This design comes from an exercise in tuning for a short achievable clock period and few clock cycles on the open sky130 flow, not from production work.
The RTL was checked by simulation tests, not by an equivalence proof against the original design.
The clock port is modelled as an ideal driver; clocking choices that lean on that would not hold on a real chip.
Power and IR drop assume default switching activity.

==> flow/design.v <==
`timescale 1ns/1ps
package mips_pkg;
    typedef logic [31:0] word_t;
    typedef logic [31:0] addr_t;
    typedef logic [31:0] inst_t;
    typedef logic [4:0]  reg_addr_t;
    typedef logic [4:0]  shamt_t;
    typedef enum logic [3:0] {
        ALU_ADD,
        ALU_SUB,
        ALU_AND,
        ALU_OR,
        ALU_XOR,
        ALU_SLT,
        ALU_SLL,
        ALU_SRL,
        ALU_LUI
    } alu_op_e;
    localparam addr_t RESET_PC = 32'h0000_0000;
    localparam logic [5:0] OP_SPECIAL = 6'h00;
    localparam logic [5:0] OP_BEQ     = 6'h04;
    localparam logic [5:0] OP_BNE     = 6'h05;
    localparam logic [5:0] OP_ADDIU   = 6'h09;
    localparam logic [5:0] OP_ANDI    = 6'h0c;
    localparam logic [5:0] OP_ORI     = 6'h0d;
    localparam logic [5:0] OP_LUI     = 6'h0f;
    localparam logic [5:0] OP_LW      = 6'h23;
    localparam logic [5:0] OP_SW      = 6'h2b;
    localparam logic [5:0] FUNCT_SLL  = 6'h00;
    localparam logic [5:0] FUNCT_SRL  = 6'h02;
    localparam logic [5:0] FUNCT_ADDU = 6'h21;
    localparam logic [5:0] FUNCT_SUBU = 6'h23;
    localparam logic [5:0] FUNCT_AND  = 6'h24;
    localparam logic [5:0] FUNCT_OR   = 6'h25;
    localparam logic [5:0] FUNCT_XOR  = 6'h26;
    localparam logic [5:0] FUNCT_SLT  = 6'h2a;
endpackage
`timescale 1ns/1ps
`timescale 1ns/1ps
`timescale 1ns/1ps
`timescale 1ns/1ps
`timescale 1ns/1ps
`timescale 1ns/1ps
`timescale 1ns/1ps
module mips_core (
    input  logic      clk,
    input  logic      reset_i,
    input  logic      stall_i,
    output mips_pkg::addr_t     rom_addr_o,
    input  mips_pkg::inst_t     rom_data_i,
    output logic      ram_en_o,
    output logic      ram_we_o,
    output mips_pkg::addr_t     ram_addr_o,
    output mips_pkg::word_t     ram_wdata_o,
    input  mips_pkg::word_t     ram_rdata_i,
    output logic      debug_wb_en_o,
    output mips_pkg::reg_addr_t debug_wb_addr_o,
    output mips_pkg::word_t     debug_wb_data_o,
    output mips_pkg::addr_t     debug_wb_pc_o
);
    logic [31:0] pc_q;
    logic        x_wr;         
    logic [4:0]  x_dst;
    logic [31:0] x_pc;
    logic [31:0] x_npc;        
    logic [31:0] x_a;          
    logic [31:0] x_b;          
    logic [31:0] x_sd;         
    logic [31:0] x_off;        
    logic        x_la;         
    logic        x_lb;         
    logic        x_ls;         
    logic        x_luse;       
    logic        x_sub;
    logic [4:0]  x_shamt;
    logic        x_r_add, x_r_and, x_r_or, x_r_xor, x_r_slt, x_r_sll, x_r_srl;
    logic        x_is_load, x_is_store, x_beq, x_bne;
    logic        m_wb;
    logic [4:0]  m_dst;
    logic [31:0] m_pc;
    logic [31:0] m_res;
    logic [31:0] m_sd;
    logic        m_is_load;
    logic        m_is_store;
    logic        m_ram_en;
    logic        w_wb;
    logic [4:0]  w_dst;
    logic [31:0] w_pc;
    logic [31:0] w_data;
    mips_pkg::word_t regs [1:31];
    logic [31:0] m_wdata;
    assign m_wdata = m_is_load ? ram_rdata_i : m_res;
    assign ram_en_o        = m_ram_en;
    assign ram_we_o        = m_is_store && !stall_i;
    assign ram_addr_o      = m_res;
    assign ram_wdata_o     = m_sd;
    assign debug_wb_en_o   = w_wb && !stall_i;
    assign debug_wb_addr_o = w_dst;
    assign debug_wb_data_o = w_data;
    assign debug_wb_pc_o   = w_pc;
    always_ff @(posedge clk) begin
        if (reset_i) begin
            for (int i = 1; i < 32; i++) begin
                regs[i] <= '0;
            end
        end else if (m_wb) begin
            regs[m_dst] <= m_wdata;
        end
    end
    logic [5:0]  f_op, f_fn;
    logic [4:0]  f_rs, f_rt, f_rd;
    logic        f_special, f_rtype, f_shift;
    logic        f_addiu, f_andi, f_ori, f_lui, f_lw, f_sw, f_beq, f_bne;
    logic        f_uses_rs, f_uses_rt, f_wr, f_use_imm;
    logic [4:0]  f_dst;
    logic [31:0] f_imm;
    logic [31:0] f_rs_val, f_rt_val;
    logic        f_hit_a, f_hit_b;
    assign f_op = rom_data_i[31:26];
    assign f_fn = rom_data_i[5:0];
    assign f_rs = rom_data_i[25:21];
    assign f_rt = rom_data_i[20:16];
    assign f_rd = rom_data_i[15:11];
    assign f_special = (f_op == mips_pkg::OP_SPECIAL);
    assign f_shift   = (f_fn == mips_pkg::FUNCT_SLL) || (f_fn == mips_pkg::FUNCT_SRL);
    assign f_rtype   = f_special &&
                       (f_shift ||
                        f_fn == mips_pkg::FUNCT_ADDU || f_fn == mips_pkg::FUNCT_SUBU ||
                        f_fn == mips_pkg::FUNCT_AND  || f_fn == mips_pkg::FUNCT_OR   ||
                        f_fn == mips_pkg::FUNCT_XOR  || f_fn == mips_pkg::FUNCT_SLT);
    assign f_addiu = (f_op == mips_pkg::OP_ADDIU);
    assign f_andi  = (f_op == mips_pkg::OP_ANDI);
    assign f_ori   = (f_op == mips_pkg::OP_ORI);
    assign f_lui   = (f_op == mips_pkg::OP_LUI);
    assign f_lw    = (f_op == mips_pkg::OP_LW);
    assign f_sw    = (f_op == mips_pkg::OP_SW);
    assign f_beq   = (f_op == mips_pkg::OP_BEQ);
    assign f_bne   = (f_op == mips_pkg::OP_BNE);
    assign f_uses_rs = (f_rtype && !f_shift) || f_addiu || f_andi || f_ori || f_lw || f_sw ||
                       f_beq || f_bne;
    assign f_uses_rt = f_rtype || f_sw || f_beq || f_bne;
    assign f_use_imm = f_addiu || f_andi || f_ori || f_lui || f_lw || f_sw;
    assign f_dst     = f_rtype ? f_rd : f_rt;
    assign f_wr      = (f_rtype || f_addiu || f_andi || f_ori || f_lui || f_lw) && (f_dst != 5'd0);
    always_comb begin
        if (f_andi || f_ori)  f_imm = {16'h0000, rom_data_i[15:0]};
        else if (f_lui)       f_imm = {rom_data_i[15:0], 16'h0000};
        else                  f_imm = {{16{rom_data_i[15]}}, rom_data_i[15:0]};
    end
    function automatic logic [31:0] read_port(input logic [4:0] addr);
        logic [31:0] data;
        data = '0;
        if (addr != 5'd0) begin
            data = (m_wb && m_dst == addr) ? m_wdata : regs[addr];
        end
        read_port = data;
    endfunction
    assign f_rs_val = read_port(f_rs);
    assign f_rt_val = read_port(f_rt);
    assign f_hit_a  = x_wr && (x_dst == f_rs);
    assign f_hit_b  = x_wr && (x_dst == f_rt);
    logic [31:0] bx, sum, res;
    logic [31:0] gen, prp, gg, pp, ng, np, carry;
    logic        slt, taken;
    logic [31:0] tgt, pc_next;
    assign bx = x_b ^ {32{x_sub}};
    always_comb begin
        gen = x_a & bx;
        prp = x_a ^ bx;
        gg  = gen;
        pp  = prp;
        gg[0] = gen[0] | (prp[0] & x_sub);
        for (int k = 0; k < 5; k++) begin
            ng = gg;
            np = pp;
            for (int i = (1 << k); i < 32; i++) begin
                ng[i] = gg[i] | (pp[i] & gg[i - (1 << k)]);
                np[i] = pp[i] & pp[i - (1 << k)];
            end
            gg = ng;
            pp = np;
        end
        carry = {gg[30:0], x_sub};
        sum   = prp ^ carry;
    end
    assign slt = (x_a[31] & ~x_b[31]) | (~(x_a[31] ^ x_b[31]) & sum[31]);
    assign res = ({32{x_r_add}} & sum) |
                 ({32{x_r_and}} & (x_a & x_b)) |
                 ({32{x_r_or}}  & (x_a | x_b)) |
                 ({32{x_r_xor}} & (x_a ^ x_b)) |
                 ({32{x_r_slt}} & {31'd0, slt}) |
                 ({32{x_r_sll}} & (x_b << x_shamt)) |
                 ({32{x_r_srl}} & (x_b >> x_shamt));
    assign taken   = (x_beq && x_a == x_b) || (x_bne && x_a != x_b);
    assign tgt     = x_npc + x_off;
    assign pc_next = taken ? tgt : pc_q + 32'd4;
    assign rom_addr_o = pc_q;
    always_ff @(posedge clk) begin
        if (reset_i) begin
            pc_q       <= mips_pkg::RESET_PC;
            x_wr       <= 1'b0;
            x_la       <= 1'b0;
            x_lb       <= 1'b0;
            x_ls       <= 1'b0;
            x_luse     <= 1'b0;
            x_is_load  <= 1'b0;
            x_is_store <= 1'b0;
            x_beq      <= 1'b0;
            x_bne      <= 1'b0;
            m_wb       <= 1'b0;
            m_is_load  <= 1'b0;
            m_is_store <= 1'b0;
            m_ram_en   <= 1'b0;
            w_wb       <= 1'b0;
        end else if (!stall_i) begin
            w_wb <= m_wb;
            if (!x_luse) begin
                pc_q       <= pc_next;
                x_wr       <= f_wr;
                x_la       <= x_is_load && f_uses_rs && f_hit_a;
                x_lb       <= x_is_load && !f_use_imm && f_uses_rt && f_hit_b;
                x_ls       <= x_is_load && f_sw && f_hit_b;
                x_luse     <= x_is_load && ((f_uses_rs && f_hit_a) ||
                                            (!f_use_imm && f_uses_rt && f_hit_b));
                x_is_load  <= f_lw;
                x_is_store <= f_sw;
                x_beq      <= f_beq;
                x_bne      <= f_bne;
                m_wb       <= x_wr;
                m_is_load  <= x_is_load;
                m_is_store <= x_is_store;
                m_ram_en   <= x_is_load || x_is_store;
            end else begin
                x_la       <= 1'b0;
                x_lb       <= 1'b0;
                x_ls       <= 1'b0;
                x_luse     <= 1'b0;
                m_wb       <= 1'b0;
                m_is_load  <= 1'b0;
                m_is_store <= 1'b0;
                m_ram_en   <= 1'b0;
            end
        end
    end
    always_ff @(posedge clk) begin
        if (!stall_i) begin
            w_dst  <= m_dst;
            w_pc   <= m_pc;
            w_data <= m_wdata;
            if (!x_luse) begin
                x_dst   <= f_dst;
                x_pc    <= pc_q;
                x_npc   <= pc_q + 32'd4;
                x_a     <= !f_uses_rs ? 32'd0 : f_hit_a ? res : f_rs_val;
                x_b     <= f_use_imm ? f_imm : f_hit_b ? res : f_rt_val;
                x_sd    <= f_hit_b ? res : f_rt_val;
                x_off   <= {{14{rom_data_i[15]}}, rom_data_i[15:0], 2'b00};
                x_sub   <= f_special &&
                           (f_fn == mips_pkg::FUNCT_SUBU || f_fn == mips_pkg::FUNCT_SLT);
                x_shamt <= rom_data_i[10:6];
                x_r_add <= f_addiu || f_lui || f_lw || f_sw ||
                           (f_special && (f_fn == mips_pkg::FUNCT_ADDU ||
                                          f_fn == mips_pkg::FUNCT_SUBU));
                x_r_and <= f_andi || (f_special && f_fn == mips_pkg::FUNCT_AND);
                x_r_or  <= f_ori  || (f_special && f_fn == mips_pkg::FUNCT_OR);
                x_r_xor <= f_special && f_fn == mips_pkg::FUNCT_XOR;
                x_r_slt <= f_special && f_fn == mips_pkg::FUNCT_SLT;
                x_r_sll <= f_special && f_fn == mips_pkg::FUNCT_SLL;
                x_r_srl <= f_special && f_fn == mips_pkg::FUNCT_SRL;
                m_dst   <= x_dst;
                m_pc    <= x_pc;
                m_res   <= res;
                m_sd    <= x_ls ? m_wdata : x_sd;
            end else begin
                if (x_la) x_a  <= m_wdata;
                if (x_lb) x_b  <= m_wdata;
                if (x_ls) x_sd <= m_wdata;
            end
        end
    end
endmodule
==> flow/run.sh <==
#!/bin/bash
# synth_recipe.tcl (not shown) runs the flow's synth.tcl, then flattens the netlist and writes it again
# the make line also repeats each setting of config.mk as NAME=value (left out here)
make -C /OpenROAD-flow-scripts/flow DESIGN_CONFIG=/design/flow/config.mk WORK_HOME=/design/flow/orfs CLKGATE_MAP_FILE= SYNTH_SCRIPT=/design/flow/synth_recipe.tcl finish
==> flow/config.mk <==
export PLATFORM = sky130hd
export DESIGN_NAME = mips_core
export DESIGN_NICKNAME = mips_core
export VERILOG_FILES = /design/flow/design.v
export SDC_FILE = /design/flow/constraint.sdc
export NUM_CORES = 4
export LEC_CHECK = 0
export ABC_CLOCK_PERIOD_IN_PS = 2500
export CAP_MARGIN = 20
export CORE_MARGIN = 2
export CORE_UTILIZATION = 40
export PLACE_DENSITY = 0.6
export SETUP_SLACK_MARGIN = 4.7
export SLEW_MARGIN = 20
export TNS_END_PERCENT = 100
==> flow/constraint.sdc <==
create_clock -name core_clock -period 8.0 [get_ports {clk}]
set_input_delay 1.6000 -clock core_clock [delete_from_list [all_inputs] [get_ports {clk}]]
set_output_delay 1.6000 -clock core_clock [all_outputs]
set_load 0.01 [all_outputs]
==> results of run 1 <==
[state kept, by name, summed over array words and instances (netlist names), 4 cells and up]
signal   cells
w_pc        32
m_sd        32
x_b         32
m_pc        32
w_data      32
m_res       32
regs      1024
x_shamt      4
w_dst        5
x_off       12
x_dst        5
x_sd        32
m_dst        5
x_a         32
x_pc        32
pc_q        32
x_npc       30
[final cells by class]
cell class | count | area (um2)
Antenna cell | 8 | 20.0
Clock buffer | 192 | 4060
Clock inverter | 81 | 955
Fill cell | 16532 | 98600
Inverter | 139 | 559
Multi-Input combinational cell | 3859 | 36000
Sequential cell | 1427 | 42400
Tap cell | 2542 | 3180
Timing Repair Buffer | 754 | 8780
[repair_timing]
action	CTS	global route
pin swaps	111	126
gates cloned	54	8
gates resized for setup	754	239
endpoints found under the setup margin	1397	222
buffers inserted	220	92
[power breakdown]
group / internal (uW) / switching [uW]
Clock: 4130 / 3140
Combinational: 1350 / 1920
Sequential: 8520 / 210
[cells in the final DEF, fill, tap and decap left out, drive strengths merged, types with 28 or more instances in the layout]
cell type	n
edfxtp	1381
nor2	1243
mux4	616
buf	516
nand2	306
a21oi	230
mux2i	202
clkbuf	201
dlygate4sd2	165
o21ai	161
inv	140
ha	125
a211oi	100
xor2	71
a221oi	61
clkinv	59
nand2b	57
o211ai	54
nor3	49
mux2	47
nand3	47
dfxtp	46
a22oi	44
clkdlybuf4s50	42
xnor2	41
a21o	32
o21a	31
nor2b	30
a31oi	28
[worst reg2reg max path, cell delays in order (launching register included)]
cell and delay [ns]:
edfxtp_1 0.37, buf_6 0.17, buf_12 0.16, xor2_1 0.17
ha_1 0.38, and3_4 0.22, a22o_4 0.23, buf_6 0.12
a22oi_2 0.23, o211ai_1 0.12, buf_4 0.18, a21o_4 0.23
xnor2_2 0.14, a211oi_2 0.18, buf_4 0.19, o211ai_1 0.11
o21a_1 0.15
[logic make-up (layout without fill, tap and decap cells)]
group           Yosys count  count (layout)  share of synthesized area (%)
buf+inv                 702            1166                           4.01
mux                     865             865                           21.0
xor+xnor                112             112                           1.25
other cells               0               8                              0
compound gates          899             899                           7.78
fa+ha+maj               127             127                           2.05
flops                  1427            1427                           54.2
simple gates           1846            1856                           9.76
[per-layer routing]
metal	vias up	share of wire [%]	global-route usage [%]
met5	-	0.039	0.147
met1	30494	34	39.2
met3	1131	13	9.21
met4	16	8.4	22.1
met2	4689	45	48.5
li1	23602	-	-
[per-stage QoR]
step	instance area [um2]	util [%]	instances
after floorplan	79100	-	5978
after global placement	83300	42.8	8345
after detailed placement	83300	42.8	8347
after CTS	94000	48.3	8894
after global routing	96000	49.3	8995
final	96000	49.3	9002
[how the worst min path moves through the flow]
stage	start	cells past startpoint	slack (ns)	end
after floorplan	x_pc[10]$_DFFE_PP_	0	0.40	m_pc[10]$_DFFE_PP_
after global placement	x_pc[22]$_DFFE_PP_	0	0.40	m_pc[22]$_DFFE_PP_
after detailed placement	x_pc[29]$_DFFE_PP_	0	0.40	m_pc[29]$_DFFE_PP_
after CTS	x_pc[27]$_DFFE_PP_	0	0.42	m_pc[27]$_DFFE_PP_
after global routing	x_pc[18]$_DFFE_PP_	0	0.43	m_pc[18]$_DFFE_PP_
final	x_pc[27]$_DFFE_PP_	0	0.41	m_pc[27]$_DFFE_PP_
==> summary.txt, run 1 <==
Outcome
  – Status: timing/DRC/antenna clean

Detailed routing
  – DRT iter0 DRCs: 9157
  – DR vias: 59932
  – Antenna-violating nets left: 0
  – # DRC: 0
  – Drt pass-1 iters: 9
  – Routed length per placed instance: 36.0 um
  – Drt total wl: about 320 mm
  – Vias per cell: 6.66

Worst setup path
  – Slowest cell on the critical path: nor2b_4
  – Cells along the critical path: buf_6, buf_8, nor2b_4, buf_6
  – Critical path data arrival time: 2.10 ns
  – Critical path depth: 4
  – Crit. End Element: output port
  – Kind of critical path: in -> out
  – Worst R2R Start: x_sub$_DFFE_PP_
  – R2R cell count: 16
  – Crit path to: ram_we_o
  – Req. time, crit path: around 6.4 ns
  – Capturing point of the worst reg2reg path: x_sd[0]$_DFFE_PN_
  – Crit-path most repeated cell: buf_6
  – Worst R2R Setup Slack: around 4.4 ns
  – Startpoint types: input port
  – WP buf/inv: 3
  – Largest delay share family, worst path: buffers and inverters
  – Worst-path maximum fanout: 3
  – Worst Setup SP: stall_i
  – CP max stage delay: between 0.15 and 0.2 ns

STA
  – Setup Viol. Count Final: 0
  – RSZ-0062 raised after global routing: true
  – Max Slew Vio Count: 0
  – Setup WS post-layout: 4.30 ns
  – Fin Hold WS: 0.413 ns
  – Period minus WS final: around 3.7 ns
  – Setup TNS: 0 ns
  – Max Freq: around 270 MHz
  – Fin. Hold Viols: 0
  – Rel. slew slack: approximately a fifth
  – Worst Tran Pin Value: about 1.2 ns
  – Fin crit share: between 40% and 50%
  – Clk_skew: 0.0431 ns

Clocking
  – Hold-fix buffers, CTS: 0
  – TritonCTS Buffers: roughly 150
  – Root Driver: clkbuf_16
  – Clock transition at path regs: about 0.06 ns
  – CTS HTree Levels: 4
  – CTS tree: built
  – Worst-skew pair later-pin latency: 0.83 ns
  – Clock sink count: about 1400
  – Clk buf depth: 3

Placement
  – Setup slack after placement: roughly 2.3 ns
  – DP HPWL: about 190 mm
  – Port Buffer Count: 234
  – GPL Wtd Cong: around 0.97

Layout
  – Area growth from synthesis to layout: 22.6%
  – Layout cells sized above 1: around 30%
  – Layout Nets: between 6000 and 7000

Floorplan
  – Die X: roughly 450 um
  – Die Y: between 400 and 500 um
  – Initial Utilization: 40.2%
  – Die area: ~200000 um2
  – FP Rows: between 150 and 200
  – I/O Pins: between 200 and 250
  – Core ar.: approximately 190000 um2

Synth
  – Asr flop ratio synth: 0%
  – Synth unique cells: between 90 and 100
  – Post-Syn Nets: ~6200
  – Sequential share of the synthesized area: a little over half
  – Top-count cell post-synth: edfxtp_1
  – Post-synth EDFFs: 1381
  – Ys flop type: edfxtp_1
  – Seq cells post-synth: 1427
  – Cells after synthesis: 5978
  – Mapped Area: between 70000 and 80000 um2
  – Area leader, netlist: edfxtp_1
  – Top area cells in the synthesized netlist: edfxtp_1 53%, mux4_2 18%, nor2_1 6.0%
  – Post-synth top area share: 53.0%
  – Syn avg cell area: ~13 um2
  – Post-synth top cells: 1381 x edfxtp_1, 1242 x nor2_1, 616 x mux4_2
  – Yosys warnings: 1

Global route
  – Vias in the first global route: 56834
  – Initial antenna violation count: 13
  – Grt ovf: 0
  – Largest net degree at the start of global routing: around 110
  – GRT Util Overall: around a third
  – First-pass GRT wire length: around 440 mm

Flow run
  – Max-cap violations: 0

Pwr
  – Pwr Total: 19300 uW
  – Leakage power: between 0.03 and 0.04 uW
  – Peak VDD IR: between 0.15 and 0.2 mV
  – Pwr Density: about 200 nW/um2

Worst hold path
  – Hold Crit Class: reg -> reg
Testbench counts, summed over its fixed seeds: cycles 11,063.
==> inputs of run 2 (changes only) <==
--- a/flow/design.v
+++ b/flow/design.v
@@ -65,11 +65,13 @@
     logic [31:0] x_npc;        
     logic [31:0] x_a;          
     logic [31:0] x_b;          
+    logic [31:0] x_bx;         
     logic [31:0] x_sd;         
     logic [31:0] x_off;        
     logic        x_la;         
     logic        x_lb;         
     logic        x_ls;         
+    logic        x_sf;         
     logic        x_luse;       
     logic        x_sub;
     logic [4:0]  x_shamt;
@@ -116,6 +118,7 @@
     logic [31:0] f_imm;
     logic [31:0] f_rs_val, f_rt_val;
     logic        f_hit_a, f_hit_b;
+    logic        f_sub;
     assign f_op = rom_data_i[31:26];
     assign f_fn = rom_data_i[5:0];
     assign f_rs = rom_data_i[25:21];
@@ -136,6 +139,8 @@
     assign f_sw    = (f_op == mips_pkg::OP_SW);
     assign f_beq   = (f_op == mips_pkg::OP_BEQ);
     assign f_bne   = (f_op == mips_pkg::OP_BNE);
+    assign f_sub     = f_special &&
+                       (f_fn == mips_pkg::FUNCT_SUBU || f_fn == mips_pkg::FUNCT_SLT);
     assign f_uses_rs = (f_rtype && !f_shift) || f_addiu || f_andi || f_ori || f_lw || f_sw ||
                        f_beq || f_bne;
     assign f_uses_rt = f_rtype || f_sw || f_beq || f_bne;
@@ -163,7 +168,7 @@
     logic [31:0] gen, prp, gg, pp, ng, np, carry;
     logic        slt, taken;
     logic [31:0] tgt, pc_next;
-    assign bx = x_b ^ {32{x_sub}};
+    assign bx = x_bx;
     always_comb begin
         gen = x_a & bx;
         prp = x_a ^ bx;
@@ -202,6 +207,7 @@
             x_la       <= 1'b0;
             x_lb       <= 1'b0;
             x_ls       <= 1'b0;
+            x_sf       <= 1'b0;
             x_luse     <= 1'b0;
             x_is_load  <= 1'b0;
             x_is_store <= 1'b0;
@@ -220,6 +226,7 @@
                 x_la       <= x_is_load && f_uses_rs && f_hit_a;
                 x_lb       <= x_is_load && !f_use_imm && f_uses_rt && f_hit_b;
                 x_ls       <= x_is_load && f_sw && f_hit_b;
+                x_sf       <= !x_is_load && f_sw && f_hit_b;
                 x_luse     <= x_is_load && ((f_uses_rs && f_hit_a) ||
                                             (!f_use_imm && f_uses_rt && f_hit_b));
                 x_is_load  <= f_lw;
@@ -234,6 +241,7 @@
                 x_la       <= 1'b0;
                 x_lb       <= 1'b0;
                 x_ls       <= 1'b0;
+                x_sf       <= 1'b0;
                 x_luse     <= 1'b0;
                 m_wb       <= 1'b0;
                 m_is_load  <= 1'b0;
@@ -253,10 +261,10 @@
                 x_npc   <= pc_q + 32'd4;
                 x_a     <= !f_uses_rs ? 32'd0 : f_hit_a ? res : f_rs_val;
                 x_b     <= f_use_imm ? f_imm : f_hit_b ? res : f_rt_val;
-                x_sd    <= f_hit_b ? res : f_rt_val;
+                x_bx    <= f_use_imm ? f_imm : (f_hit_b ? res : f_rt_val) ^ {32{f_sub}};
+                x_sd    <= f_rt_val;
                 x_off   <= {{14{rom_data_i[15]}}, rom_data_i[15:0], 2'b00};
-                x_sub   <= f_special &&
-                           (f_fn == mips_pkg::FUNCT_SUBU || f_fn == mips_pkg::FUNCT_SLT);
+                x_sub   <= f_sub;
                 x_shamt <= rom_data_i[10:6];
                 x_r_add <= f_addiu || f_lui || f_lw || f_sw ||
                            (f_special && (f_fn == mips_pkg::FUNCT_ADDU ||
@@ -270,10 +278,11 @@
                 m_dst   <= x_dst;
                 m_pc    <= x_pc;
                 m_res   <= res;
-                m_sd    <= x_ls ? m_wdata : x_sd;
+                m_sd    <= (x_ls || x_sf) ? m_wdata : x_sd;
             end else begin
                 if (x_la) x_a  <= m_wdata;
                 if (x_lb) x_b  <= m_wdata;
+                if (x_lb) x_bx <= m_wdata ^ {32{x_sub}};
                 if (x_ls) x_sd <= m_wdata;
             end
         end
==> flow/flow/run.sh (new file) <==
#!/bin/bash
# The standard layout with one extra step after clock tree synthesis:
# flow/post_cts.tcl moves the stall gates of the event outputs onto the
# input buffer of stall_i. The make output goes to standard.log; ORFS keeps
# each tool's own log under orfs/logs/.
set -euo pipefail
export POST_CTS_TCL="$PWD/flow/post_cts.tcl"
bash standard.sh finish > standard.log 2>&1
==> flow/flow/post_cts.tcl (new file) <==
# Hang the stall gate of each event output (ram_we_o, debug_wb_en_o) directly on
# the input buffer of stall_i instead of deep in the buffer tree that serves
# the pipeline's enables.
set block [ord::get_db_block]

proc my_driver_of {net} {
  foreach it [$net getITerms] {
    if {[$it isOutputSignal]} { return $it }
  }
  return ""
}

proc my_input_net {inst} {
  foreach it [$inst getITerms] {
    if {[$it isInputSignal]} { return [$it getNet] }
  }
  return "NULL"
}

proc my_output_net {inst} {
  foreach it [$inst getITerms] {
    if {[$it isOutputSignal]} { return [$it getNet] }
  }
  return "NULL"
}

set in_net [[$block findBTerm stall_i] getNet]
set ibuf [[lindex [$in_net getITerms] 0] getInst]
set root [my_output_net $ibuf]
puts "stall_i input buffer [$ibuf getName], net [$root getName]"

foreach port {ram_we_o debug_wb_en_o} {
  set onet [[$block findBTerm $port] getNet]
  set obuf [[my_driver_of $onet] getInst]
  set gnet [my_input_net $obuf]
  set gate [[my_driver_of $gnet] getInst]
  foreach it [$gate getITerms] {
    if {![$it isInputSignal]} { continue }
    set n [$it getNet]
    set depth 0
    while {$n ne "NULL" && [$n getName] ne [$root getName] && $depth < 12} {
      set d [my_driver_of $n]
      if {$d eq ""} { break }
      set di [$d getInst]
      set master [[$di getMaster] getName]
      if {![regexp {__(buf|clkbuf)_[0-9]+$} $master]} { break }
      set n [my_input_net $di]
      incr depth
    }
    if {$n ne "NULL" && [$n getName] eq [$root getName] && $depth > 0} {
      $it disconnect
      $it connect $root
      puts "moved [$gate getName]/[[$it getMTerm] getName] ($port) onto [$root getName], $depth buffers up"
    }
  }
}
==> flow/standard.sh (new file) <==
#!/bin/bash
# synth_recipe.tcl (not shown) runs the flow's synth.tcl, then flattens the netlist and writes it again
# the make line also repeats each setting of config.mk as NAME=value (left out here)
make -C /OpenROAD-flow-scripts/flow DESIGN_CONFIG=/design/flow/config.mk WORK_HOME=/design/flow/orfs CLKGATE_MAP_FILE= SYNTH_SCRIPT=/design/flow/synth_recipe.tcl "${@:-finish}"
removed: flow/run.sh
==> run 2 against run 1 <==
Die area is 2.0% higher. First-iteration DRC count grew 4.5%. Setup slack better by 0.027 ns. Fmax up 0.74%. Final cell count rose by 2.8%. Still clean on timing, DRC and antenna.
==> summary.txt, run 2 <==
Detailed routing
  – # DRC: 0
  – Antenna-violating nets left: 0
  – Drt pass-1 iters: 9
  – Routed length per placed instance: between 30 and 40 um
  – DR vias: about 62000
  – DRT iter0 DRCs: 9572
  – Drt total wl: roughly 340 mm
  – Vias per cell: 6.67

Synth
  – Post-Syn Nets: a little over 6000
  – Cells after synthesis: around 6000
  – Sequential share of the synthesized area: between 50% and 60%
  – Syn avg cell area: between 10 and 15 um2
  – Ys flop type: edfxtp_1
  – Top area cells in the synthesized netlist: edfxtp_1 53%, mux4_2 20%, nor2_1 5.9%
  – Top-count cell post-synth: edfxtp_1
  – Area leader, netlist: edfxtp_1
  – Seq cells post-synth: 1460
  – Yosys warnings: 1
  – Asr flop ratio synth: 0%
  – Post-synth EDFFs: around 1400
  – Mapped Area: about 80000 um2
  – Post-synth top cells: 1413 x edfxtp_1, 1246 x nor2_1, 697 x mux4_2
  – Post-synth top area share: roughly 53%
  – Synth unique cells: 87

STA
  – Fin crit share: 45.9%
  – Period minus WS final: about 3.7 ns
  – Fin. Hold Viols: 0
  – Max Slew Vio Count: 0
  – RSZ-0062 raised after global routing: true
  – Worst Tran Pin Value: between 1 and 1.5 ns
  – Setup TNS: 0 ns
  – Fin Hold WS: about 0.41 ns
  – Rel. slew slack: ~24%
  – Clk_skew: 0.0270 ns
  – Setup Viol. Count Final: 0
  – Max Freq: 272 MHz

Placement
  – Placed insts: 8525
  – DP HPWL: ~190 mm
  – GPL Wtd Cong: between 0.9 and 1
  – Port Buffer Count: 234

Worst setup path
  – Cells along the critical path: buf_12, buf_16, mux4_2, mux4_2, mux2_2, o21ai_4, nor2_1, a311o_1, mux2i_1, a221oi_1
  – R2R cell count: 11
  – Kind of critical path: in -> reg
  – CP max stage delay: around 0.52 ns
  – WP buf/inv: 2
  – Worst R2R Setup Slack: roughly 4.3 ns
  – Largest delay share family, worst path: multiplexers
  – Worst-path maximum fanout: 25
  – Req. time, crit path: between 8 and 9 ns
  – Crit-path most repeated cell: mux4_2
  – Critical path data arrival time: 4.30 ns
  – Slowest cell on the critical path: mux4_2
  – Worst R2R Start: x_bx[0]$_DFFE_PP_
  – Crit. End Element: register
  – Startpoint types: input port
  – Capturing point of the worst reg2reg path: x_bx[24]$_DFFE_PP_

Floorplan
  – Die Y: around 450 um
  – Initial Utilization: slightly above 40%
  – I/O Pins: about 240
  – FP Rows: 163
  – Die area: between 200000 and 250000 um2
  – Die X: about 450 um
  – Core ar.: approximately 200000 um2

Pwr
  – Peak VDD IR: about 0.26 mV
  – Pwr Density: slightly below 200 nW/um2
  – Leakage power: between 0.03 and 0.04 uW

Clocking
  – CTS tree: built
  – Clock transition at path regs: approximately 0.060 ns
  – Worst-skew pair later-pin latency: between 0.8 and 0.9 ns
  – Clock sink count: between 1000 and 1500

Global route
  – GRT Util Overall: between 30 and 40%
  – Initial antenna violation count: 17
  – First-pass GRT wire length: 461 mm
  – Vias in the first global route: a little under 60000
  – Grt ovf: 0
  – Largest net degree at the start of global routing: 80

Flow run
  – Max-cap violations: 0

Layout
  – Fillers: approximately 17000
  – Area growth from synthesis to layout: 24.1%
  – Fin cells: around 9000
  – Most common cell after layout, fill and taps aside: edfxtp_1
  – Commonest non-fill, non-tap cells in the layout: 1413 x edfxtp_1, 1220 x nor2_1, 697 x mux4_2
  – Layout Nets: 6686
  – Storage cell area: approximately 43000 um2
  – Area of the multi-input gates: around 37000 um2
  – Flip-flop count of the largest register after layout: 1024
  – Layout cells sized above 1: between 30 and 40%
  – Register with the most flip-flops: regs

Outcome
  – Status: timing/DRC/antenna clean

Worst hold path
  – Hold Startpoint: x_pc[24]$_DFFE_PP_
  – Hold Crit Class: reg -> reg
  – Hold path depth: 0
  – Worst Hold Path EP: m_pc[24]$_DFFE_PP_
run 2: changes by cell type after synthesis, sizes merged, moves of 32 or more:
cell | before | now
mux4 | 616 | 697
mux2i | 202 | 138
a221oi | 61 | 20
nand2 | 306 | 267
inv | 137 | 173
buf | 167 | 132
edfxtp | 1381 | 1413
run 2: worst max-delay path by stage:
stage                      start            endpoint  slack (ns)  cells past startpoint
6_report          rom_data_i[18]  x_bx[24]$_DFFE_PP_        4.33                     10
5_1_grt        x_bx[0]$_DFFE_PP_  x_bx[26]$_DFFE_PP_        4.31                     14
3_5_place_dp      rom_data_i[19]  x_bx[25]$_DFFE_PP_        2.07                     11
3_3_place_gp      rom_data_i[19]  x_bx[25]$_DFFE_PP_        1.58                     11
2_1_floorplan     rom_data_i[16]  x_bx[22]$_DFFE_PP_        3.97                     10
run 2: power breakdown:
| group | switching [uW] | total, uW | internal (uW) |
|---|---|---|---|
| Sequential | 204 | 8930 | 8730 |
| Clock | 3220 | 7210 | 4000 |
| Combinational | 1970 | 3430 | 1460 |
run 2: through the flow:
| step | cell area, um2 | setup WS (ns) | total power (uW) | util [%] |
|---|---|---|---|---|
| 5_1_grt | 99100 | 4.31 | 20000 | 50.1 |
| 3_3_place_gp | 85600 | 1.58 | 11700 | 43.2 |
| 2_1_floorplan | 80900 | 3.97 | 10700 | - |
| 3_5_place_dp | 85600 | 2.07 | 11800 | 43.3 |
| 6_report | 99100 | 4.33 | 19600 | 50.1 |
run 2: logic make-up (layout without fill, tap and decap cells):
kind of cell    Yosys count  in the layout  share of synthesized area, %
flops                  1460           1460                          54.3
simple gates           1865           1881                          9.83
other cells               0              7                             0
xor+xnor                123            123                          1.35
fa+ha+maj               128            128                          2.03
mux                     860            861                          21.8
buf+inv                 721           1289                          3.52
compound gates          868            868                          7.17
run 2: layout make-up:
cell class	count	share of cell area, %
Multi-Input combinational cell	3861	37.4
Tap cell	2640	3.33
Timing Repair Buffer	837	9.81
Antenna cell	7	0.0177
Clock inverter	87	0.821
Sequential cell	1460	43.8
Clock buffer	189	4.12
Timing Repair inverter	1	0.00884
Inverter	175	0.693
run 2: routing by layer:
layer  up-vias  wire length [um]  global-route usage, %
met3      1322             39300                   7.53
met1     31232            112000                   39.0
met2      5093            152000                   50.1
met5         -                59                      0
li1      24081                 -                      -
met4        10             31400                   24.1
Testbench counts of run 2, summed over its fixed seeds: cycles 11,063.
==> inputs of run 3 (changes only) <==
--- a/flow/design.v
+++ b/flow/design.v
@@ -65,7 +65,7 @@
     logic [31:0] x_npc;        
     logic [31:0] x_a;          
     logic [31:0] x_b;          
-    logic [31:0] x_bx;         
+    logic [31:0] x_ax;         
     logic [31:0] x_sd;         
     logic [31:0] x_off;        
     logic        x_la;         
@@ -73,9 +73,9 @@
     logic        x_ls;         
     logic        x_sf;         
     logic        x_luse;       
-    logic        x_sub;
+    logic        x_sub;        
     logic [4:0]  x_shamt;
-    logic        x_r_add, x_r_and, x_r_or, x_r_xor, x_r_slt, x_r_sll, x_r_srl;
+    logic        x_r_arith, x_r_sub, x_r_and, x_r_or, x_r_xor, x_r_slt, x_r_sll, x_r_srl;
     logic        x_is_load, x_is_store, x_beq, x_bne;
     logic        m_wb;
     logic [4:0]  m_dst;
@@ -164,17 +164,15 @@
     assign f_rt_val = read_port(f_rt);
     assign f_hit_a  = x_wr && (x_dst == f_rs);
     assign f_hit_b  = x_wr && (x_dst == f_rt);
-    logic [31:0] bx, sum, res;
+    logic [31:0] sum, arith, other, res, fwd_a, fwd_b;
     logic [31:0] gen, prp, gg, pp, ng, np, carry;
     logic        slt, taken;
     logic [31:0] tgt, pc_next;
-    assign bx = x_bx;
     always_comb begin
-        gen = x_a & bx;
-        prp = x_a ^ bx;
+        gen = x_ax & x_b;
+        prp = x_ax ^ x_b;
         gg  = gen;
         pp  = prp;
-        gg[0] = gen[0] | (prp[0] & x_sub);
         for (int k = 0; k < 5; k++) begin
             ng = gg;
             np = pp;
@@ -185,17 +183,23 @@
             gg = ng;
             pp = np;
         end
-        carry = {gg[30:0], x_sub};
+        carry = {gg[30:0], 1'b0};
         sum   = prp ^ carry;
     end
-    assign slt = (x_a[31] & ~x_b[31]) | (~(x_a[31] ^ x_b[31]) & sum[31]);
-    assign res = ({32{x_r_add}} & sum) |
-                 ({32{x_r_and}} & (x_a & x_b)) |
-                 ({32{x_r_or}}  & (x_a | x_b)) |
-                 ({32{x_r_xor}} & (x_a ^ x_b)) |
-                 ({32{x_r_slt}} & {31'd0, slt}) |
-                 ({32{x_r_sll}} & (x_b << x_shamt)) |
-                 ({32{x_r_srl}} & (x_b >> x_shamt));
+    assign slt = (x_a[31] & ~x_b[31]) | (~(x_a[31] ^ x_b[31]) & ~sum[31]);
+    assign arith = sum ^ {32{x_r_sub}};
+    assign other = ({32{x_r_and}} & (x_a & x_b)) |
+                   ({32{x_r_or}}  & (x_a | x_b)) |
+                   ({32{x_r_xor}} & (x_a ^ x_b)) |
+                   ({32{x_r_sll}} & (x_b << x_shamt)) |
+                   ({32{x_r_srl}} & (x_b >> x_shamt));
+    assign res   = ({32{x_r_arith}} & arith) | other | {31'd0, x_r_slt & slt};
+    assign fwd_a = ({32{f_hit_a & x_r_arith}} & arith) |
+                   ({32{f_hit_a}} & (other | {31'd0, x_r_slt & slt})) |
+                   ({32{!f_hit_a}} & f_rs_val);
+    assign fwd_b = ({32{f_hit_b & x_r_arith}} & arith) |
+                   ({32{f_hit_b}} & (other | {31'd0, x_r_slt & slt})) |
+                   ({32{!f_hit_b}} & f_rt_val);
     assign taken   = (x_beq && x_a == x_b) || (x_bne && x_a != x_b);
     assign tgt     = x_npc + x_off;
     assign pc_next = taken ? tgt : pc_q + 32'd4;
@@ -259,16 +263,17 @@
                 x_dst   <= f_dst;
                 x_pc    <= pc_q;
                 x_npc   <= pc_q + 32'd4;
-                x_a     <= !f_uses_rs ? 32'd0 : f_hit_a ? res : f_rs_val;
-                x_b     <= f_use_imm ? f_imm : f_hit_b ? res : f_rt_val;
-                x_bx    <= f_use_imm ? f_imm : (f_hit_b ? res : f_rt_val) ^ {32{f_sub}};
+                x_a     <= {32{f_uses_rs}} & fwd_a;
+                x_ax    <= ({32{f_uses_rs}} & fwd_a) ^ {32{f_sub}};
+                x_b     <= f_use_imm ? f_imm : fwd_b;
                 x_sd    <= f_rt_val;
                 x_off   <= {{14{rom_data_i[15]}}, rom_data_i[15:0], 2'b00};
                 x_sub   <= f_sub;
                 x_shamt <= rom_data_i[10:6];
-                x_r_add <= f_addiu || f_lui || f_lw || f_sw ||
-                           (f_special && (f_fn == mips_pkg::FUNCT_ADDU ||
-                                          f_fn == mips_pkg::FUNCT_SUBU));
+                x_r_arith <= f_addiu || f_lui || f_lw || f_sw ||
+                             (f_special && (f_fn == mips_pkg::FUNCT_ADDU ||
+                                            f_fn == mips_pkg::FUNCT_SUBU));
+                x_r_sub <= f_special && f_fn == mips_pkg::FUNCT_SUBU;
                 x_r_and <= f_andi || (f_special && f_fn == mips_pkg::FUNCT_AND);
                 x_r_or  <= f_ori  || (f_special && f_fn == mips_pkg::FUNCT_OR);
                 x_r_xor <= f_special && f_fn == mips_pkg::FUNCT_XOR;
@@ -281,8 +286,8 @@
                 m_sd    <= (x_ls || x_sf) ? m_wdata : x_sd;
             end else begin
                 if (x_la) x_a  <= m_wdata;
+                if (x_la) x_ax <= m_wdata ^ {32{x_sub}};
                 if (x_lb) x_b  <= m_wdata;
-                if (x_lb) x_bx <= m_wdata ^ {32{x_sub}};
                 if (x_ls) x_sd <= m_wdata;
             end
         end
==> run 3 against run 2 <==
Sequential share of layout area is 0.26 points higher. Count of clock-buffer cells in the layout is 8 higher. First-iteration DRC count is 8.6% lower. Critical path depth stayed put. Synthesized cell count hardly changed. Highest routed layer unchanged.
==> summary.txt, run 3 <==
Outcome
  – Status: timing/DRC/antenna clean

Synth
  – Synth unique cells: 90
  – Cells after synthesis: ~6000
  – Top-count cell post-synth: edfxtp_1
  – Post-synth top area share: 53.0%
  – Asr flop ratio synth: 0%
  – Area leader, netlist: edfxtp_1
  – Post-synth top cells: 1414 x edfxtp_1, 1264 x nor2_1, 707 x mux4_2
  – Post-Syn Nets: 6215
  – Yosys warnings: 1
  – Top area cells in the synthesized netlist: edfxtp_1 53%, mux4_2 20%, nor2_1 5.9%
  – Syn avg cell area: approximately 13 um2
  – Sequential share of the synthesized area: 54.2%
  – Ys flop type: edfxtp_1
  – Mapped Area: around 80000 um2
  – Post-synth EDFFs: between 1000 and 1500
  – Seq cells post-synth: between 1000 and 1500

Pwr
  – Peak VDD IR: about 0.23 mV
  – Pwr Density: ~200 nW/um2
  – Leakage power: 0.0358 uW

STA
  – Max Slew Vio Count: 0
  – Rel. slew slack: around 29%
  – Setup TNS: 0 ns
  – Period minus WS final: ~3.6 ns
  – Clk_skew: around 0.053 ns
  – RSZ-0062 raised after global routing: true
  – Fin. Hold Viols: 0
  – Setup Viol. Count Final: 0
  – Max Freq: around 280 MHz
  – Fin crit share: a little under half
  – Worst Tran Pin Value: 1.06 ns

Global route
  – GRT Util Overall: between 30% and 40%
  – Initial antenna violation count: 23
  – First-pass GRT wire length: about 450 mm
  – Vias in the first global route: between 50000 and 60000
  – Largest net degree at the start of global routing: 93
  – Grt ovf: 0

Worst setup path
  – Startpoint types: input port
  – Worst-path maximum fanout: 8
  – Kind of critical path: in -> reg
  – Crit. End Element: register
  – Critical path data arrival time: between 4 and 5 ns
  – R2R cell count: 9
  – Req. time, crit path: 8.56 ns

Detailed routing
  – DRT iter0 DRCs: around 8700
  – Antenna-violating nets left: 0
  – DR vias: about 60000
  – Vias per cell: between 6 and 7
  – Routed length per placed instance: roughly 36 um
  – Drt pass-1 iters: 8
  – # DRC: 0
  – Drt total wl: 332 mm

Clocking
  – CTS tree: built
  – Clock transition at path regs: 0.06 ns
  – Worst-skew pair later-pin latency: ~0.84 ns
  – Clock sink count: 1461

Placement
  – DP HPWL: 180 mm
  – GPL Wtd Cong: 0.945
  – Port Buffer Count: around 230
  – Placed insts: between 8000 and 9000

Layout
  – Fin cells: around 9100
  – Flip-flop count of the largest register after layout: 1024
  – Area growth from synthesis to layout: 23.1%
  – Register with the most flip-flops: regs
  – Most common cell after layout, fill and taps aside: edfxtp_1
  – Layout cells sized above 1: between 30% and 40%
  – Commonest non-fill, non-tap cells in the layout: 1414 x edfxtp_1, 1249 x nor2_1, 710 x mux4_2
  – Layout Nets: roughly 6600

Floorplan
  – Core ar.: roughly 200000 um2
  – FP Rows: roughly 160
  – Initial Utilization: approximately 40%
  – Die Y: between 400 and 500 um
  – I/O Pins: roughly 240
  – Die area: between 200000 and 250000 um2
  – Die X: 451 um

Worst hold path
  – Hold Crit Class: reg -> reg
  – Hold path depth: 0

Flow run
  – Max-cap violations: 0
## run 3: cell count changes after synthesis, sizes merged, moves of 24 or more
cell,change
nand3,+33
a211oi,-43
buf,+42
a221oi,+24
xnor2,+31
nor2b,-27
a21oi,+62
## run 3: logic make-up after synthesis
| family | after synthesis | share of synthesized area [%] |
|---|---|---|
| adder cells (fa/ha/maj) | 128 | 2.02 |
| AO/OA/AOI/OAI | 805 | 6.41 |
| AND/OR/NAND/NOR | 1850 | 9.58 |
| flip-flops | 1461 | 54.2 |
| buffers and inverters | 729 | 3.78 |
| XOR/XNOR | 170 | 1.86 |
| multiplexers | 877 | 22.1 |
## run 3: path summary, 6_finish.rpt
path / end / slack, ns / start
setup reg to reg: x_b[14]$_DFFE_PP_ / 4.54 / x_b[21]$_DFFE_PP_
hold reg to reg: m_pc[17]$_DFFE_PP_ / 0.42 / x_pc[17]$_DFFE_PP_
setup / recovery: x_b[23]$_DFFE_PP_ / 4.38 / rom_data_i[16]
hold / removal: m_pc[17]$_DFFE_PP_ / 0.42 / x_pc[17]$_DFFE_PP_
## run 3: cell type report
class                      instances  area [um2]
antenna                           11        27.5
clock buffer                     197        4120
clock inverter                    85         933
fill                           16818      101000
inverter                         156         632
multi-input combinational       3855       37000
sequential                      1461       43500
tap                             2656        3320
timing repair buffer             726        9040
timing repair inverter             2        13.8
## run 3: stage by stage
step	util, %	setup WS, ns	power (uW)	instance area (um2)	hold slack [ns]
final	49.5	4.38	19600	98500	0.417
after global routing	49.4	4.36	20100	98500	0.422
after detailed placement	42.9	2.15	11700	85400	0.405
after global placement	42.9	2.18	11700	85400	0.401
after floorplan	-	3.98	10700	81200	0.400
## run 3: power breakdown
part | total, uW | leakage (uW) | switching, uW | internal (uW)
Clock | 7410 | 0.00246 | 3230 | 4180
Sequential | 8910 | 0.0149 | 196 | 8720
Combinational | 3320 | 0.0184 | 1910 | 1410
Total | 19600 | 0.0358 | 5330 | 14300
## run 3: routing by layer
metal | track usage, % | wire (um) | share of wire (%)
met1 | 38.1 | 110000 | 33
met2 | 49.3 | 152000 | 46
met3 | 8.19 | 40100 | 12
met4 | 22.9 | 29700 | 8.9
met5 | 0 | 86 | 0.026
## run 3: worst max-delay path, cell delays in order
cell and delay [ns]:
buf_16 0.15, buf_4 0.15, buf_12 0.15, buf_16 0.17
mux4_2 0.53, mux4_2 0.51, mux2i_1 0.42, a21oi_1 0.18
nand4_1 0.16, o211ai_1 0.11
Testbench counts of run 3, summed over its fixed seeds: cycles 11,063.
==> inputs of run 4 (changes only) <==
--- a/flow/design.v
+++ b/flow/design.v
@@ -86,9 +86,10 @@
     logic        m_is_store;
     logic        m_ram_en;
     logic        w_wb;
-    logic [4:0]  w_dst;
-    logic [31:0] w_pc;
-    logic [31:0] w_data;
+    logic        o_en;
+    logic [4:0]  o_dst;
+    logic [31:0] o_pc;
+    logic [31:0] o_data;
     mips_pkg::word_t regs [1:31];
     logic [31:0] m_wdata;
     assign m_wdata = m_is_load ? ram_rdata_i : m_res;
@@ -96,10 +97,13 @@
     assign ram_we_o        = m_is_store && !stall_i;
     assign ram_addr_o      = m_res;
     assign ram_wdata_o     = m_sd;
-    assign debug_wb_en_o   = w_wb && !stall_i;
-    assign debug_wb_addr_o = w_dst;
-    assign debug_wb_data_o = w_data;
-    assign debug_wb_pc_o   = w_pc;
+    assign debug_wb_en_o   = o_en && !stall_i;
+    assign debug_wb_addr_o = o_dst;
+    assign debug_wb_data_o = o_data;
+    assign debug_wb_pc_o   = o_pc;
+    logic w_wb_next, m_alu_next;
+    assign w_wb_next  = m_wb && (w_wb || m_is_load);
+    assign m_alu_next = !x_luse && x_wr && !x_is_load;
     always_ff @(posedge clk) begin
         if (reset_i) begin
             for (int i = 1; i < 32; i++) begin
@@ -200,7 +204,10 @@
     assign fwd_b = ({32{f_hit_b & x_r_arith}} & arith) |
                    ({32{f_hit_b}} & (other | {31'd0, x_r_slt & slt})) |
                    ({32{!f_hit_b}} & f_rt_val);
-    assign taken   = (x_beq && x_a == x_b) || (x_bne && x_a != x_b);
+    logic [31:0] cmp_a, cmp_b;
+    assign cmp_a   = x_la ? ram_rdata_i : x_a;
+    assign cmp_b   = x_lb ? ram_rdata_i : x_b;
+    assign taken   = (x_beq && cmp_a == cmp_b) || (x_bne && cmp_a != cmp_b);
     assign tgt     = x_npc + x_off;
     assign pc_next = taken ? tgt : pc_q + 32'd4;
     assign rom_addr_o = pc_q;
@@ -222,8 +229,10 @@
             m_is_store <= 1'b0;
             m_ram_en   <= 1'b0;
             w_wb       <= 1'b0;
+            o_en       <= 1'b0;
         end else if (!stall_i) begin
-            w_wb <= m_wb;
+            w_wb <= w_wb_next;
+            o_en <= w_wb_next || m_alu_next;
             if (!x_luse) begin
                 pc_q       <= pc_next;
                 x_wr       <= f_wr;
@@ -231,8 +240,8 @@
                 x_lb       <= x_is_load && !f_use_imm && f_uses_rt && f_hit_b;
                 x_ls       <= x_is_load && f_sw && f_hit_b;
                 x_sf       <= !x_is_load && f_sw && f_hit_b;
-                x_luse     <= x_is_load && ((f_uses_rs && f_hit_a) ||
-                                            (!f_use_imm && f_uses_rt && f_hit_b));
+                x_luse     <= x_is_load && !f_beq && !f_bne &&
+                              ((f_uses_rs && f_hit_a) || (!f_use_imm && f_uses_rt && f_hit_b));
                 x_is_load  <= f_lw;
                 x_is_store <= f_sw;
                 x_beq      <= f_beq;
@@ -256,9 +265,9 @@
     end
     always_ff @(posedge clk) begin
         if (!stall_i) begin
-            w_dst  <= m_dst;
-            w_pc   <= m_pc;
-            w_data <= m_wdata;
+            o_dst  <= w_wb_next ? m_dst   : x_dst;
+            o_pc   <= w_wb_next ? m_pc    : x_pc;
+            o_data <= w_wb_next ? m_wdata : res;
             if (!x_luse) begin
                 x_dst   <= f_dst;
                 x_pc    <= pc_q;
==> run 4 against run 3 <==
Largest power group unchanged. Wire length is 2.5% higher. Synthesized cell count up 7.0%. Cell area up 3.7%. Via count grew 4.6%. Critical endpoint is now ram_we_o. Still clean on timing, DRC and antenna.
==> summary.txt, run 4 <==
Outcome
  – Status: timing/DRC/antenna clean

Detailed routing
  – Drt pass-1 iters: 8
  – DRT iter0 DRCs: roughly 9000
  – # DRC: 0
  – Antenna-violating nets left: 0
  – Vias per cell: between 6 and 7
  – Drt total wl: 340 mm
  – Routed length per placed instance: between 30 and 40 um
  – DR vias: ~63000

STA
  – Period minus WS final: 3.64 ns
  – Worst Tran Pin Value: roughly 1 ns
  – Fin Hold WS: between 0.4 and 0.5 ns
  – Fin. Hold Viols: 0
  – Setup WS post-layout: between 4 and 5 ns
  – Setup TNS: 0 ns
  – Setup Viol. Count Final: 0
  – Fin crit share: between 40% and 50%
  – RSZ-0062 raised after global routing: true
  – Max Slew Vio Count: 0
  – Max Freq: 274 MHz
  – Clk_skew: between 0.04 and 0.05 ns
  – Rel. slew slack: roughly a third

Synth
  – Mapped Area: approximately 82000 um2
  – Asr flop ratio synth: 0%
  – Top area cells in the synthesized netlist: edfxtp_1 52%, mux4_2 17%, nor2_1 6.1%
  – Ys flop type: edfxtp_1
  – Area leader, netlist: edfxtp_1
  – Post-synth top area share: 52.0%
  – Synth unique cells: 95
  – Post-synth top cells: 1414 x edfxtp_1, 1331 x nor2_1, 621 x mux4_2
  – Yosys warnings: 1
  – Cells after synthesis: between 6000 and 7000
  – Post-synth EDFFs: roughly 1400
  – Top-count cell post-synth: edfxtp_1
  – Post-Syn Nets: ~6600
  – Seq cells post-synth: roughly 1500
  – Syn avg cell area: between 10 and 15 um2
  – Sequential share of the synthesized area: between 50% and 60%

Global route
  – Initial antenna violation count: 7
  – Vias in the first global route: ~61000
  – Met1 Use GR: 39.7%
  – Grt ovf: 0
  – GR Util met2: 50.6%
  – M3 GR Usage: 7.18%
  – First-pass GRT wire length: about 470 mm
  – Largest net degree at the start of global routing: 65
  – Gr busiest metal: met2
  – GRT Util Overall: between 30% and 40%

Layout
  – Commonest non-fill, non-tap cells in the layout: 1414 x edfxtp_1, 1295 x nor2_1, 621 x mux4_2
  – Area of the multi-input gates: between 30000 and 40000 um2
  – Design Area, Final: approximately 100000 um2
  – Layout Nets: between 7000 and 8000
  – Post-layout util: between 50% and 60%
  – Area growth from synthesis to layout: 25.1%
  – Most common cell after layout, fill and taps aside: edfxtp_1
  – Register with the most flip-flops: regs
  – Storage cell area: 43500 um2
  – Layout cells sized above 1: 31.1%
  – Fillers: approximately 17000
  – Flip-flop count of the largest register after layout: 1024

Floorplan
  – Initial Utilization: 40.3%
  – Die Y: roughly 460 um
  – FP Rows: between 150 and 200
  – Die area: roughly 210000 um2
  – I/O Pins: around 240
  – Die X: 456 um
  – Core ar.: around 200000 um2

Pwr
  – Pwr Density: 196 nW/um2
  – Peak VDD IR: 0.234 mV
  – Leakage power: roughly 0.038 uW

Placement
  – Setup slack after placement: 2.55 ns
  – Area of placed instances: just under 90000 um2
  – GPL Wtd Cong: about 1.0
  – DP HPWL: 199 mm
  – Port Buffer Count: around 230

Worst setup path
  – R2R cell count: 10
  – Kind of critical path: in -> out
  – Crit. End Element: output port
  – Slowest cell on the critical path: nor2b_4
  – Critical path data arrival time: ~2.0 ns
  – Startpoint types: input port
  – Capturing point of the worst reg2reg path: x_b[12]$_DFFE_PP_
  – Worst Setup SP: stall_i
  – Cells along the critical path: buf_12, nor2b_4, buf_6
  – Req. time, crit path: around 6.4 ns
  – CP max stage delay: roughly 0.19 ns
  – Worst R2R Start: x_r_or$_DFFE_PP_
  – Worst R2R Setup Slack: roughly 4.6 ns
  – Worst-path maximum fanout: 3

Worst hold path
  – Worst Hold Path EP: m_pc[25]$_DFFE_PP_
  – Hold path depth: 0
  – Hold Startpoint: x_pc[25]$_DFFE_PP_
  – Hold Crit Class: reg -> reg

Clocking
  – CTS tree: built
  – Clock sink count: 1462
  – Worst-skew pair later-pin latency: 0.85 ns
  – Clock transition at path regs: ~0.06 ns

Flow run
  – Max-cap violations: 0
## run 4: routing by layer
metal / vias up / wire (um)
met2: 4678 / 157000
li1: 25215 / -
met4: 8 / 24800
met3: 1132 / 40100
met5: - / 46
met1: 32160 / 118000
## run 4: how the worst max path moves through the flow
stage                          to  slack [ns]  cells after the start
5_1_grt                  ram_we_o        4.38                      3
3_5_place_dp   x_ax[31]$_DFFE_PP_        2.55                     10
2_1_floorplan  x_ax[24]$_DFFE_PP_        4.00                     12
6_report                 ram_we_o        4.36                      3
3_3_place_gp   x_ax[31]$_DFFE_PP_        2.60                     10
## run 4: layout make-up
type	count	area share [%]
Sequential cell	1462	42.5
Multi-Input combinational cell	4222	38.4
Timing Repair Buffer	843	10.0
Clock buffer	190	4.13
Tap cell	2672	3.27
Clock inverter	104	1.02
Inverter	156	0.602
Timing Repair inverter	2	0.0135
Antenna cell	3	0.00734
## run 4: cell families after synthesis
group / Yosys count / synth area share [%]
muxes: 903 / 20.7
adders and majority gates: 128 / 1.98
DFF: 1462 / 53.1
AOI/OAI and AO/OA: 934 / 7.59
xor gates and xnor gates: 231 / 2.48
and+or+nand+nor: 2018 / 10.2
buffers and inverters: 763 / 3.90
## run 4: worst max-delay path: cells and delay by family
family                 cells  cell delay [ns]
and+or+nand+nor            1             0.19
buffers and inverters      2             0.25
## run 4: where the power goes
group	leakage, uW	switching (uW)	internal (uW)	total (uW)
logic	0.0201	2030	1490	3520
clock network	0.00257	3320	4280	7600
registers	0.0149	207	8720	8930
total	0.0375	5550	14500	20000
## run 4: metrics by stage
stage / std cells / power, uW
final: 9654 / 20000
after global placement: 8934 / 11800
after detailed placement: 8934 / 11800
after floorplan: 6439 / 10700
after global routing: 9652 / 20500
Testbench counts of run 4, summed over its fixed seeds: cycles 11,013.
==> inputs of run 5 (changes only) <==
--- a/flow/config.mk
+++ b/flow/config.mk
@@ -10,6 +10,6 @@
 export CORE_MARGIN = 2
 export CORE_UTILIZATION = 40
 export PLACE_DENSITY = 0.6
-export SETUP_SLACK_MARGIN = 4.7
+export SETUP_SLACK_MARGIN = 4.55
 export SLEW_MARGIN = 20
 export TNS_END_PERCENT = 100
==> run 5 against run 4 <==
Clock power is essentially flat. Sequential cell count is the same. Synthesized cell count stayed put. Hold slack improved by 0.0015 ns. First-iteration DRC count down 2.8%. Die area unchanged. Non-clock buffer count fell by 146. Register-to-register slack worse by 0.06 ns. Critical path type unchanged. Critical endpoint unchanged. Largest cell class unchanged. Largest power group unchanged.
==> summary.txt, run 5 <==
Outcome
  – Status: timing/DRC/antenna clean

Layout
  – Storage cell area: approximately 43000 um2
  – Commonest non-fill, non-tap cells in the layout: 1414 x edfxtp_1, 1310 x nor2_1, 621 x mux4_2
  – Area growth from synthesis to layout: 20.8%
  – Register with the most flip-flops: regs
  – Flip-flop count of the largest register after layout: just over 1000
  – Most common cell after layout, fill and taps aside: edfxtp_1
  – Area of the multi-input gates: 37800 um2
  – Post-layout util: between 40 and 50%
  – Fin cells: 9506
  – Layout cells sized above 1: between 20% and 30%
  – Fillers: 17445
  – Layout Nets: between 6000 and 7000

Placement
  – Port Buffer Count: ~230
  – GPL Wtd Cong: slightly above 1
  – Placed insts: a little under 9000
  – DP HPWL: about 200 mm

Synth
  – Mapped Area: slightly above 80000 um2
  – Area leader, netlist: edfxtp_1
  – Cells after synthesis: approximately 6400
  – Post-synth EDFFs: 1414
  – Post-Syn Nets: about 6600
  – Post-synth top cells: 1414 x edfxtp_1, 1331 x nor2_1, 621 x mux4_2
  – Yosys warnings: 1
  – Seq cells post-synth: 1462
  – Post-synth top area share: between 50% and 60%
  – Synth unique cells: 95
  – Sequential share of the synthesized area: between 50% and 60%
  – Top area cells in the synthesized netlist: edfxtp_1 52%, mux4_2 17%, nor2_1 6.1%
  – Top-count cell post-synth: edfxtp_1
  – Ys flop type: edfxtp_1
  – Syn avg cell area: 12.7 um2
  – Asr flop ratio synth: 0%

STA
  – RSZ-0062 raised after global routing: true
  – Worst Tran Pin Value: between 1 and 1.5 ns
  – Fin. Hold Viols: 0
  – Max Freq: around 280 MHz
  – Setup TNS: 0 ns
  – Setup Viol. Count Final: 0
  – Period minus WS final: between 3 and 4 ns
  – Fin crit share: between 40% and 50%
  – Rel. slew slack: about 23%
  – Max Slew Vio Count: 0
  – Clk_skew: slightly below 0.04 ns

Global route
  – Met1 Use GR: 39.3%
  – GR Util met2: 49.8%
  – Gr busiest metal: met2
  – Vias in the first global route: approximately 60000
  – M3 GR Usage: approximately 7%
  – Largest net degree at the start of global routing: 65
  – GRT Util Overall: 31.2%
  – Initial antenna violation count: 8
  – Grt ovf: 0
  – First-pass GRT wire length: approximately 460 mm

Clocking
  – Clock transition at path regs: about 0.060 ns
  – CTS tree: built
  – Clock sink count: approximately 1500
  – Worst-skew pair later-pin latency: between 0.8 and 0.9 ns

Floorplan
  – Core ar.: between 200000 and 250000 um2
  – Die X: between 400 and 500 um
  – FP Rows: 165
  – Die Y: about 460 um
  – I/O Pins: between 200 and 250
  – Initial Utilization: 40.3%
  – Die area: 208000 um2

Detailed routing
  – DR vias: around 62000
  – Antenna-violating nets left: 0
  – DRT iter0 DRCs: approximately 9000
  – # DRC: 0
  – Drt total wl: ~340 mm
  – Vias per cell: 6.55
  – Drt pass-1 iters: 6
  – Routed length per placed instance: around 35 um

Worst setup path
  – Critical path data arrival time: just over 2 ns
  – Crit. End Element: output port
  – Worst-path maximum fanout: 3
  – CP max stage delay: around 0.18 ns
  – Startpoint types: input port
  – Slowest cell on the critical path: nor2b_4
  – Cells along the critical path: buf_12, nor2b_4, buf_6
  – Req. time, crit path: ~6.4 ns
  – Kind of critical path: in -> out
  – Worst R2R Setup Slack: 4.50 ns
  – R2R cell count: 11

Pwr
  – Peak VDD IR: between 0.2 and 0.25 mV
  – Pwr Density: ~200 nW/um2
  – Leakage power: between 0.03 and 0.04 uW

Worst hold path
  – Hold path depth: 0
  – Hold Crit Class: reg -> reg

Flow run
  – Max-cap violations: 0
-- run 5: changes by cell type in the layout (fill, tap and decap cells not counted), sizes merged, moves of 3 or more --
| cell | change |
|---|---|
| dlygate4sd2 | -114 |
| buf | -160 |
| clkbuf | +7 |
| clkdlybuf4s50 | +121 |
| bufbuf | +3 |
| clkdlybuf4s15 | -5 |
-- run 5: worst paths after layout --
check / start / endpoint
max: stall_i / ram_we_o
min reg2reg: x_pc[22]$_DFFE_PP_ / m_pc[22]$_DFFE_PP_
max reg2reg: x_shamt[0]$_DFFE_PP_ / o_data[22]$_DFFE_PN_
min: x_pc[22]$_DFFE_PP_ / m_pc[22]$_DFFE_PP_
-- run 5: per-layer routing --
metal / wire, um / up-vias
met5: 61 / -
met4: 22600 / 10
met3: 38700 / 999
met2: 155000 / 4709
met1: 118000 / 31617
li1: - / 24917
-- run 5: final cells by class --
type | count | share of cell area, %
Antenna cell | 2 | 0.00507
Clock buffer | 190 | 4.28
Clock inverter | 104 | 1.05
Inverter | 156 | 0.621
Multi-Input combinational cell | 4221 | 38.3
Sequential cell | 1462 | 44.0
Tap cell | 2672 | 3.39
Timing Repair Buffer | 697 | 8.28
Timing Repair inverter | 2 | 0.0139
-- run 5: stage by stage --
step	setup slack (ns)	instance area (um2)	total power, uW	hold slack, ns
floorplan	4.00	82600	10700	0.426
global placement	2.60	87200	11800	0.429
detailed placement	2.55	87200	11800	0.431
global route	4.38	98700	20200	0.451
finish	4.37	98700	19800	0.447
-- run 5: logic make-up (layout without fill, tap and decap cells) --
logic type	after synthesis	in the layout	share of synthesized area [%]
multiplexers	903	903	20.7
adder cells (fa/ha/maj)	128	128	1.98
AO/OA/AOI/OAI	934	935	7.59
buffers and inverters	763	1149	3.90
XOR/XNOR	231	231	2.48
flip-flops	1462	1462	53.1
other	0	2	0
AND/OR/NAND/NOR	2018	2024	10.2
-- run 5: report_power, final --
group | internal, uW | switching, uW
logic | 1350 | 1940
registers | 8720 | 202
clock network | 4280 | 3310
total | 14400 | 5440
-- run 5: critical path, delay by kind of cell --
family | cells | cell delay, ns
buffers and inverters | 2 | 0.24
and+or+nand+nor | 1 | 0.18
==> inputs of run 6 (changes only) <==
--- a/flow/config.mk
+++ b/flow/config.mk
@@ -9,7 +9,7 @@
 export CAP_MARGIN = 20
 export CORE_MARGIN = 2
 export CORE_UTILIZATION = 40
-export PLACE_DENSITY = 0.6
+export PLACE_DENSITY = 0.65
 export SETUP_SLACK_MARGIN = 4.55
 export SLEW_MARGIN = 20
 export TNS_END_PERCENT = 100
==> run 6 against run 5 <==
Sequential power barely moved. Global-route usage is 1.5 points lower. Combinational power hardly changed. Count of clock-buffer cells in the layout is 12 higher. Setup slack worse by 0.018 ns. Critical endpoint is now x_ax[7]$_DFFE_PP_. Largest power group unchanged.
==> summary.txt, run 6 <==
Pwr
  – Sw frac: 27.2%
  – Sw Pwr: roughly 5400 uW
  – Peak VDD IR: roughly 0.24 mV
  – Clk pwr share: about two fifths
  – Int Pwr: 14300 uW

Worst setup path
  – Startpoint types: input port
  – Worst R2R Setup Slack: between 4 and 5 ns
  – Crit. End Element: register
  – CP max stage delay: 0.57 ns
  – Cells along the critical path: buf_16, buf_12, buf_4, buf_6, buf_16, mux4_2, mux4_2, mux2_4, o211ai_1, buf_4, a21oi_1, a211oi_1
  – Slowest cell on the critical path: mux4_2
  – Capturing point of the worst reg2reg path: o_data[21]$_DFFE_PN_
  – Largest delay share family, worst path: multiplexers
  – Critical path data arrival time: around 4.3 ns
  – Req. time, crit path: 8.66 ns
  – R2R cell count: 9

STA
  – Fin. Hold Viols: 0
  – Fin crit share: approximately 46%
  – Max Freq: about 270 MHz
  – Setup Viol. Count Final: 0
  – Period minus WS final: 3.65 ns
  – Setup TNS: 0 ns

Outcome
  – Status: timing/DRC/antenna clean

Layout
  – Design Area, Final: between 90000 and 100000 um2
  – Most common cell after layout, fill and taps aside: edfxtp_1
  – Area of the multi-input gates: about 38000 um2

Floorplan
  – I/O Pins: around 240
  – Core ar.: 203000 um2
  – Die Y: approximately 460 um
  – FP Rows: between 150 and 200

Global route
  – GRT Util Overall: around 30%
  – Vias in the first global route: between 60000 and 70000
  – Initial antenna violation count: 6

Synth
  – Seq cells post-synth: 1462
  – Sequential share of the synthesized area: a little over half
  – Synth unique cells: between 90 and 100
  – Mapped Area: just over 80000 um2
  – Ys flop type: edfxtp_1
  – Post-synth top area share: around half
  – Top area cells in the synthesized netlist: edfxtp_1 52%, mux4_2 17%, nor2_1 6.1%
  – Cells after synthesis: approximately 6400
  – Post-Syn Nets: 6634
  – Area leader, netlist: edfxtp_1

Worst hold path
  – Worst Hold Path EP: m_pc[31]$_DFFE_PP_
  – Hold path depth: 0

Clocking
  – Worst-skew pair later-pin latency: slightly above 0.8 ns

Flow run
  – Max-cap violations: 0

Placement
  – GPL Wtd Cong: 0.988

Detailed routing
  – Routed length per placed instance: approximately 34 um
[run 6: stage by stage]
stage,util [%],hold WS (ns),worst slack [ns],instances
final,48.8,0.445,4.35,9531
after global routing,48.8,0.455,4.37,9526
after detailed placement,43.0,0.432,2.51,8931
after global placement,43.0,0.429,2.59,8931
after floorplan,-,0.426,4.00,6439
[run 6: per-layer routing]
| layer | track usage, % | part of all wire, % | wire (um) |
|---|---|---|---|
| met5 | 0 | 0.022 | 70 |
| met4 | 17.9 | 7.1 | 23000 |
| met3 | 7.52 | 13 | 41500 |
| met2 | 47.1 | 46 | 148000 |
| met1 | 36.7 | 34 | 109000 |
[run 6: layout make-up]
class	count	area share (%)
Antenna cell	5	0.0127
Clock buffer	202	4.21
Clock inverter	85	1.06
Inverter	156	0.620
Multi-Input combinational cell	4223	38.3
Sequential cell	1462	44.0
Tap cell	2672	3.38
Timing Repair Buffer	725	8.44
Timing Repair inverter	1	0.00506
[run 6: logic make-up (layout without fill, tap and decap cells)]
group | Yosys count | after routing | synth area share, %
and+or+nand+nor | 2018 | 2026 | 10.2
DFF | 1462 | 1462 | 53.1
AOI/OAI and AO/OA | 934 | 935 | 7.59
muxes | 903 | 903 | 20.7
buffers and inverters | 763 | 1169 | 3.90
xor gates and xnor gates | 231 | 231 | 2.48
adders and majority gates | 128 | 128 | 1.98
other | 0 | 5 | 0
[run 6: power groups by stage]
stage,clock [uW],sequential [uW],combinational [uW]
3_3_place_gp,0,9140,2590
3_5_place_dp,0,9160,2600
2_1_floorplan,0,9020,1710
5_1_grt,7810,8950,3360
6_report,7510,8930,3260
[run 6: worst register-to-register path, cell delays in order, from the launching register on]
cell and delay, ns:
edfxtp_1 0.38, buf_4 0.21, buf_16 0.28, nor2b_1 0.36, a221oi_1 0.15, o32ai_1 0.82, nand2_1 0.13, nand4_1 0.24
a21oi_1 0.13, mux2i_1 0.56
[run 6: worst max-delay path by stage]
stage / start / slack [ns] / endpoint / depth (start not counted)
after floorplan: rom_data_i[21] / 4.00 / x_ax[24]$_DFFE_PP_ / 12
after global placement: rom_data_i[21] / 2.59 / x_ax[24]$_DFFE_PP_ / 10
after detailed placement: rom_data_i[21] / 2.51 / x_ax[24]$_DFFE_PP_ / 10
after global routing: rom_data_i[21] / 4.37 / x_ax[24]$_DFFE_PP_ / 12
final: rom_data_i[21] / 4.35 / x_ax[7]$_DFFE_PP_ / 12

Re-timed with assumed drivers on the ports (clkbuf_16 on the clock, buf_2 on other inputs), run 6 has 4.117 ns of setup slack against 4.355 ns with ideal ports, and 3.217 ns once port delays also move by the mid clock arrival of 0.900 ns.
